Background: an optimization exercise with open tools, aiming at small area, a short achievable clock period and few clock cycles per item. Do not read the settings as production practice. At most, simulation tests tie the RTL to the original design; equivalence was not proved. No driver is modelled on the clock port, so clocking that relies on it looks cheaper here than on a real chip. No activity file was given, so power comes from the tool's default toggle rates.

build 87:
## weight_loader
module weight_loader (
    input  logic                     clk,
    input  logic                     reset,
    input  logic                     start,
    input  logic                     stall,          
    input  logic                     single_ch,      
    input  logic [6:0]               ch_groups,
    input  logic [5:0]               out_ch,
    input  logic [13:0]              base_addr,
    input  logic [31:0]              rom_data_0,
    input  logic [31:0]              rom_data_1,
    input  logic [31:0]              rom_data_2,
    input  logic [31:0]              rom_data_3,
    output logic                     rom_rd_en,
    output logic [13:0]              rom_addr,
    output logic [127:0]             col_weights,    
    output logic                     idle,
    output logic                     done
);
Size in the first run: roughly 840 cells after synthesis, roughly 310 I/O pins, about 0.011 mm2 of cells after synthesis.
==> module weight_loader, before the edit <==
module weight_loader (
    input  logic                     clk,
    input  logic                     reset,
    input  logic                     start,
    input  logic                     stall,          
    input  logic                     single_ch,      
    input  logic [6:0]               ch_groups,
    input  logic [5:0]               out_ch,
    input  logic [13:0]              base_addr,
    input  logic [31:0]              rom_data_0,
    input  logic [31:0]              rom_data_1,
    input  logic [31:0]              rom_data_2,
    input  logic [31:0]              rom_data_3,
    output logic                     rom_rd_en,
    output logic [13:0]              rom_addr,
    output logic [127:0]             col_weights,    
    output logic                     idle,
    output logic                     done
);
    logic        run_q;          
    logic        done_q;         
    logic [2:0]  ph_q;           
    logic [1:0]  row_q;          
    logic [6:0]  grp_q;          
    logic        rd_q;           
    logic        rdv_q;          
    logic [13:0] addr_q;         
    logic [3:0]  vn_q;           
    logic [3:0]  vhn_q;          
    logic        step;
    logic        go;
    logic        pre;
    logic        last;
    logic        ph6;
    logic        row3;
    logic        fin;
    logic        v0_n;
    logic        horner;
    logic        hb_n;
    logic        hb_q;           
    logic [13:0] add_b;
    logic [13:0] sum;
    logic [11:0] mcand;          
    assign step = !stall;
    assign go   = start && !run_q;
    assign pre  = (grp_q == 7'd0);            
    assign last = (grp_q == ch_groups);
    assign ph6  = (ph_q == 3'd6);
    assign row3 = (row_q == 2'd3);
    assign fin  = ph6 && row3 && last;
    assign v0_n = run_q && (ph6 ? (row3 ? !last : !pre) : (ph_q < 3'd3 && !pre));
    assign horner = pre && !(row3 && (ph_q == 3'd5 || ph_q == 3'd6));
    assign mcand  = c_q[1][11:0];
    always_comb begin
        case ({row_q[0], ph_q})
            4'b0_101: hb_n = ch_groups[1];
            4'b0_110: hb_n = ch_groups[2];
            4'b1_000: hb_n = ch_groups[3];
            4'b1_001: hb_n = ch_groups[4];
            4'b1_010: hb_n = ch_groups[5];
            default:  hb_n = ch_groups[6];
        endcase
        if (go)   hb_n = ch_groups[0];
    end
    always_comb begin
        if (horner) add_b = hb_q ? {mcand, 2'b00} : 14'd0;
        else        add_b = single_ch ? 14'd4 : 14'd1;
    end
    assign sum = addr_q + add_b;
    always_ff @(posedge clk) begin
        if (reset) begin
            run_q  <= 1'b0;
            done_q <= 1'b0;
            rd_q   <= 1'b0;
            vn_q   <= '1;
            vhn_q  <= '1;
        end else if (step) begin
            vn_q  <= {vn_q[2:0], !v0_n};
            vhn_q <= {vhn_q[2:0], !(v0_n && !single_ch)};
            if (go) begin
                run_q  <= 1'b1;
                done_q <= 1'b0;
                rd_q   <= 1'b0;
            end else if (run_q) begin
                if (fin) begin
                    run_q  <= 1'b0;
                    done_q <= 1'b1;
                end
                rd_q <= (ph_q == 3'd4) &&
                        (single_ch ? (row3 && !last) : (!row3 || !last));
            end
        end
    end
    always_ff @(posedge clk) begin
        if (step) begin
            hb_q <= hb_n;
            if (go) begin
                ph_q  <= 3'd5;
                row_q <= 2'd2;
                grp_q <= '0;
            end else begin
                ph_q <= ph6 ? 3'd0 : ph_q + 3'd1;
                if (ph6) begin
                    row_q <= row_q + 2'd1;
                    if (row3) grp_q <= grp_q + 7'd1;
                end
            end
        end
    end
    assign rom_rd_en = rd_q && !stall;
    assign rom_addr  = addr_q;
    always_ff @(posedge clk) begin
        rdv_q <= rom_rd_en && !reset;
        if (step && go) begin
            addr_q <= base_addr;
        end else if ((step && run_q && horner) || rom_rd_en) begin
            addr_q <= sum;
        end
    end
    assign idle = !run_q;
    assign done = done_q;
    logic [31:0] rn_q [4];       
    logic [31:0] c_q [1:3];      
    always_ff @(posedge clk) begin
        if (rdv_q) begin
            c_q[1] <= rom_data_1;
            c_q[2] <= rom_data_2;
            c_q[3] <= rom_data_3;
        end else if (step && go) begin
            c_q[1][11:0] <= 12'(out_ch);
        end else if (step && run_q && horner) begin
            c_q[1][11:0] <= {c_q[1][10:0], 1'b0};
        end
    end
    logic        s_rom;          
    logic [3:1]  s_c;            
    logic        s_sh;           
    logic        s_any;
    logic [31:0] r0_n;
    always_comb begin
        s_rom = rdv_q;
        s_c   = '0;
        s_sh  = 1'b0;
        if (!rdv_q && step && run_q) begin
            if (!single_ch) begin
                s_c[1] = (ph_q == 3'd0);
                s_c[2] = (ph_q == 3'd1);
                s_c[3] = (ph_q == 3'd2);
            end else begin
                s_sh   = (ph_q < 3'd3);
                s_c[1] = ph6 && (row_q == 2'd0);
                s_c[2] = ph6 && (row_q == 2'd1);
                s_c[3] = ph6 && (row_q == 2'd2);
            end
        end
        s_any = s_rom || (|s_c) || s_sh;
        r0_n = ({32{s_rom}}  & ~rom_data_0)
             | ({32{s_c[1]}} & ~c_q[1])
             | ({32{s_c[2]}} & ~c_q[2])
             | ({32{s_c[3]}} & ~c_q[3])
             | ({32{s_sh}}   & {8'hff, rn_q[0][31:8]});
    end
    always_ff @(posedge clk) begin
        if (s_any) rn_q[0] <= r0_n;
    end
    always_ff @(posedge clk) begin
        if (step) begin
            rn_q[1] <= rn_q[0];
            rn_q[2] <= rn_q[1];
            rn_q[3] <= rn_q[2];
        end
    end
    for (genvar i = 0; i < 4; i++) begin : g_col
        assign col_weights[32*i +: 8]      = ~(rn_q[i][7:0]  | {8{vn_q[i]}});
        assign col_weights[32*i + 8 +: 24] = ~(rn_q[i][31:8] | {24{vhn_q[i]}});
    end
endmodule
export LEC_CHECK = 0
export CAP_MARGIN = 20
export CORE_MARGIN = 2
export CORE_UTILIZATION = 40
export CTS_BUF_LIST = sky130_fd_sc_hd__clkbuf_8
export CTS_CLUSTER_SIZE = 30
export PLACE_DENSITY = 0.6
export SETUP_SLACK_MARGIN = 4.5
export SLEW_MARGIN = 20
create_clock -name core_clock -period 8.0 [get_ports {clk}]
standard.sh (not shown) runs the stock make flow with config.mk's settings and CLKGATE_MAP_FILE= SYNTH_SCRIPT=/design/flow/synth_recipe.tcl, a recipe that flattens the netlist after the stock synthesis.
==> flow/flow/run.sh <==
#!/bin/bash
# The standard layout, with the port buffers made of the smallest buffer cell
# instead of the default choice. Each tool's output goes to ORFS's own logs
# under orfs/logs/; make's output goes to standard.log.
set -euo pipefail
export BUFFER_PORTS_ARGS="-buffer_cell sky130_fd_sc_hd__buf_1"
bash standard.sh > standard.log 2>&1
Testbench counts of build 87, summed over its fixed seeds: cycles 14,620, groups 499.
Edits applied to the flow inputs when going from build 87 to build 45:
diff --git a/flow/design.v b/flow/design.v
--- a/flow/design.v
+++ b/flow/design.v
@@ -169,34 +169,21 @@
         end
     end
-    logic        s_rom;          
-    logic [3:1]  s_c;            
-    logic        s_sh;           
-    logic        s_any;
-    logic [31:0] r0_n;
-    always_comb begin
-        s_rom = rdv_q;
-        s_c   = '0;
-        s_sh  = 1'b0;
-        if (!rdv_q && step && run_q) begin
+    always_ff @(posedge clk) begin
+        if (rdv_q) begin
+            rn_q[0] <= ~rom_data_0;
+        end else if (step && run_q) begin
             if (!single_ch) begin
-                s_c[1] = (ph_q == 3'd0);
-                s_c[2] = (ph_q == 3'd1);
-                s_c[3] = (ph_q == 3'd2);
-            end else begin
-                s_sh   = (ph_q < 3'd3);
-                s_c[1] = ph6 && (row_q == 2'd0);
-                s_c[2] = ph6 && (row_q == 2'd1);
-                s_c[3] = ph6 && (row_q == 2'd2);
+                case (ph_q)
+                    3'd0: rn_q[0] <= ~c_q[1];
+                    3'd1: rn_q[0] <= ~c_q[2];
+                    3'd2: rn_q[0] <= ~c_q[3];
+                    default: ;
+                endcase
+            end else if (ph_q < 3'd3) begin
+                rn_q[0][23:0] <= rn_q[0][31:8];
+            end else if (ph6 && !row3) begin
+                rn_q[0] <= ~c_q[row_q + 2'd1];
             end
         end
-        s_any = s_rom || (|s_c) || s_sh;
-        r0_n = ({32{s_rom}}  & ~rom_data_0)
-             | ({32{s_c[1]}} & ~c_q[1])
-             | ({32{s_c[2]}} & ~c_q[2])
-             | ({32{s_c[3]}} & ~c_q[3])
-             | ({32{s_sh}}   & {8'hff, rn_q[0][31:8]});
-    end
-    always_ff @(posedge clk) begin
-        if (s_any) rn_q[0] <= r0_n;
     end
     always_ff @(posedge clk) begin
==> comparison <==
Worst hold slack: build 45 > build 87. Build 45 ended with every stage complete and zero timing, DRC or antenna violations. Number of setup buffers added after CTS ended up 4 lower on build 45 than on build 87. Build 45 vs. build 87: layout overhead on the synthesized area dropped 2.3 points, total via count in the routed design increased by 1126 relative to the old numbers, final-report setup violation count level. Summary of build 45 over build 87: placement-stage cell area now sits higher; clock period minus worst slack went down.
Testbench counts of build 45, summed over its fixed seeds: cycles 14,620, groups 499.

## run A
Another version of the RTL of weight_loader (not shown whole).
Size: roughly 970 cells after synthesis, ~10,000 um^2 of cells after synthesis.
export LEC_CHECK = 0
export CAP_MARGIN = 20
export CORE_MARGIN = 2
export CORE_UTILIZATION = 40
export PLACE_DENSITY = 0.6
export SETUP_SLACK_MARGIN = 4.5
export SLEW_MARGIN = 20
create_clock -name core_clock -period 8.0 [get_ports {clk}]
==> flow/flow/run.sh <==
#!/bin/bash
# The standard layout, with the port buffers made of the smallest buffer cell
# instead of the default choice, and after clock tree synthesis the stall
# input buffer wired straight to the rom_rd_en gate (flow/post_cts.tcl).
# Each tool's output goes to ORFS's own logs under orfs/logs/; make's output
# goes to standard.log.
set -euo pipefail
export BUFFER_PORTS_ARGS="-buffer_cell sky130_fd_sc_hd__buf_1"
export POST_CTS_TCL="$PWD/flow/post_cts.tcl"
bash standard.sh > standard.log 2>&1
Other scripts of this flow, unchanged in this note and not shown: flow/flow/post_cts.tcl
Relative to run A, the following input files were edited for run B:
--- a/flow/design.v
+++ b/flow/design.v
@@ -151,26 +151,26 @@
             addr_q <= base_addr;
         end else if ((step && run_q && horner) || rom_rd_en) begin
             addr_q <= sum;
         end
     end
     assign idle = !run_q;
     assign done = done_q;
     logic [31:0] rn_q [4];       
     logic [31:0] c3_q;           
-    logic        dstep;          
+    logic        dsel;           
     logic        reg_m;
     logic        sgl_m;
     logic        ph0, ph1, ph2, ph012;
     logic        row0, row1, row2;
-    assign dstep = step && run_q;
-    assign reg_m = dstep && !single_ch;
-    assign sgl_m = dstep && single_ch;
+    assign dsel  = run_q && !rdv_q;
+    assign reg_m = dsel && !single_ch;
+    assign sgl_m = dsel && single_ch;
     assign ph0   = (ph_q == 3'd0);
     assign ph1   = (ph_q == 3'd1);
     assign ph2   = (ph_q == 3'd2);
     assign ph012 = (ph_q < 3'd3);
     assign row0  = (row_q == 2'd0);
     assign row1  = (row_q == 2'd1);
     assign row2  = (row_q == 2'd2);
     always_ff @(posedge clk) begin
         if (rdv_q) begin
@@ -195,19 +195,19 @@
         s_r1  = s0_r1 || (sgl_m && ph6 && row0);
         s_r2  = s0_r2 || (sgl_m && ph6 && row1);
         s_sh  = sgl_m && ph012;
         s0_sh = s_sh || (sgl_m && ph6 && (row0 || row1));
         t_r1  = s_r1 || (sgl_m && ph0 && row1);
         t_r2  = s_r2;
         t_c3  = s_c3;
         t_f1  = sgl_m && ph0 && !row1;
         t_f2  = sgl_m && !ph0 && ph012;
-        r0_en = rdv_q || s0_r1 || s0_r2 || s_c3 || s_r1 || s_r2 || s_sh || s0_sh;
+        r0_en = rdv_q || (step && (s0_r1 || s0_r2 || s_c3 || s_r1 || s_r2 || s_sh || s0_sh));
         r0_n[7:0]   = ({8{rdv_q}} & ~rom_data_0[7:0])
                     | ({8{s0_r1}} & rn_q[1][7:0])
                     | ({8{s0_r2}} & rn_q[2][7:0])
                     | ({8{s_c3}}  & ~c3_q[7:0])
                     | ({8{s0_sh}} & rn_q[0][15:8]);
         r0_n[23:8]  = ({16{rdv_q}} & ~rom_data_0[23:8])
                     | ({16{s_r1}}  & rn_q[1][23:8])
                     | ({16{s_r2}}  & rn_q[2][23:8])
                     | ({16{s_c3}}  & ~c3_q[23:8])
@@ -220,19 +220,19 @@
                     | ({8{t_f2}}  & rn_q[2][7:0]);
     end
     always_ff @(posedge clk) begin
         if (r0_en) rn_q[0] <= r0_n;
     end
     logic        c1_lo_en, c1_mid_en, c1_hi_en, c1_park;
     assign c1_lo_en  = rdv_q || (step && !ph6);
     assign c1_mid_en = rdv_q || (step && !ph6 && !single_ch);
     assign c1_park   = sgl_m && ph6 && row0;
-    assign c1_hi_en  = c1_mid_en || c1_park;
+    assign c1_hi_en  = c1_mid_en || (step && c1_park);
     always_ff @(posedge clk) begin
         if (c1_lo_en)  rn_q[1][7:0]  <= rdv_q ? ~rom_data_1[7:0] : rn_q[0][7:0];
         if (c1_mid_en) rn_q[1][23:8] <= rdv_q ? ~rom_data_1[23:8] : rn_q[0][23:8];
         if (c1_hi_en)  rn_q[1][31:24] <= ({8{rdv_q}} & ~rom_data_1[31:24])
                                        | ({8{!rdv_q && !c1_park}} & rn_q[0][31:24])
                                        | ({8{!rdv_q && c1_park}} & rn_q[0][23:16]);
     end
     logic        c2_lo_en, c2_hi_en;
     assign c2_lo_en = rdv_q || (step && !ph6 && !ph0);
==> comparison <==
Between run A and run B, utilization of the core after routing decreased.
Against run A as the reference, run B delivers a lower amount of wire on met3 after detailed routing.
Floorplan die width came out higher on run B than on run A.
Capturing element of the worst setup path = rom_rd_en: run B; capturing element of the worst setup path = rn_q[0][27]: run A
Taking run A as the reference, in run B net switching fraction of the power has increased; footprint of the multi-input gates has remained practically unchanged; clock share of power has increased.
Looking only at sequential cell area fraction in the yosys report, and setting everything else aside, the higher value of run A and run B goes to run A.
Diff run A -> run B: worst-case vdd ir drop went up by about 16%; combinational share of power went up by 0.5 points; power of the combinational group went up by about 8%.
No run of this note included a check of the RTL's function; only the layout flow was run.

==> port drivers added, routing unchanged <==
The results above use ideal ports. As a check the final layouts listed here were re-extracted and re-timed, cells and wires unchanged. Step 1: set_driving_cell puts a clkbuf_16 on clk and a buf_2 on each other input, an assumption about the parent block. Step 2 also shifts input and output timing later by t, the mid clock arrival at the registers, as if the neighbouring blocks saw the same clock. a / b / c = ideal / step 1 / step 2; a / b = the first two.
| run | shift t [ns] | setup WS [ns] | latest minus earliest clock arrival (ns) | slew at the worst register clock pin (ns) |
|---|---|---|---|---|
| build 87 | 0.585 | 4.382 / 4.360 / 4.146 | 0.026 / 0.027 | 0.07 / 0.07 |
| build 45 | 0.600 | 4.416 / 4.378 / 4.149 | 0.030 / 0.030 | 0.06 / 0.06 |
| run A | 0.483 | 4.505 / 4.477 / 4.029 | 0.016 / 0.016 | 0.09 / 0.09 |
| run B | 0.477 | 4.498 / 4.446 / 4.131 | 0.015 / 0.014 | 0.09 / 0.09 |
After both steps every run listed still meets setup and hold. For run A, which loses most, drivers alone change the setup slack by -0.028 ns; drivers and shift together by -0.476 ns.
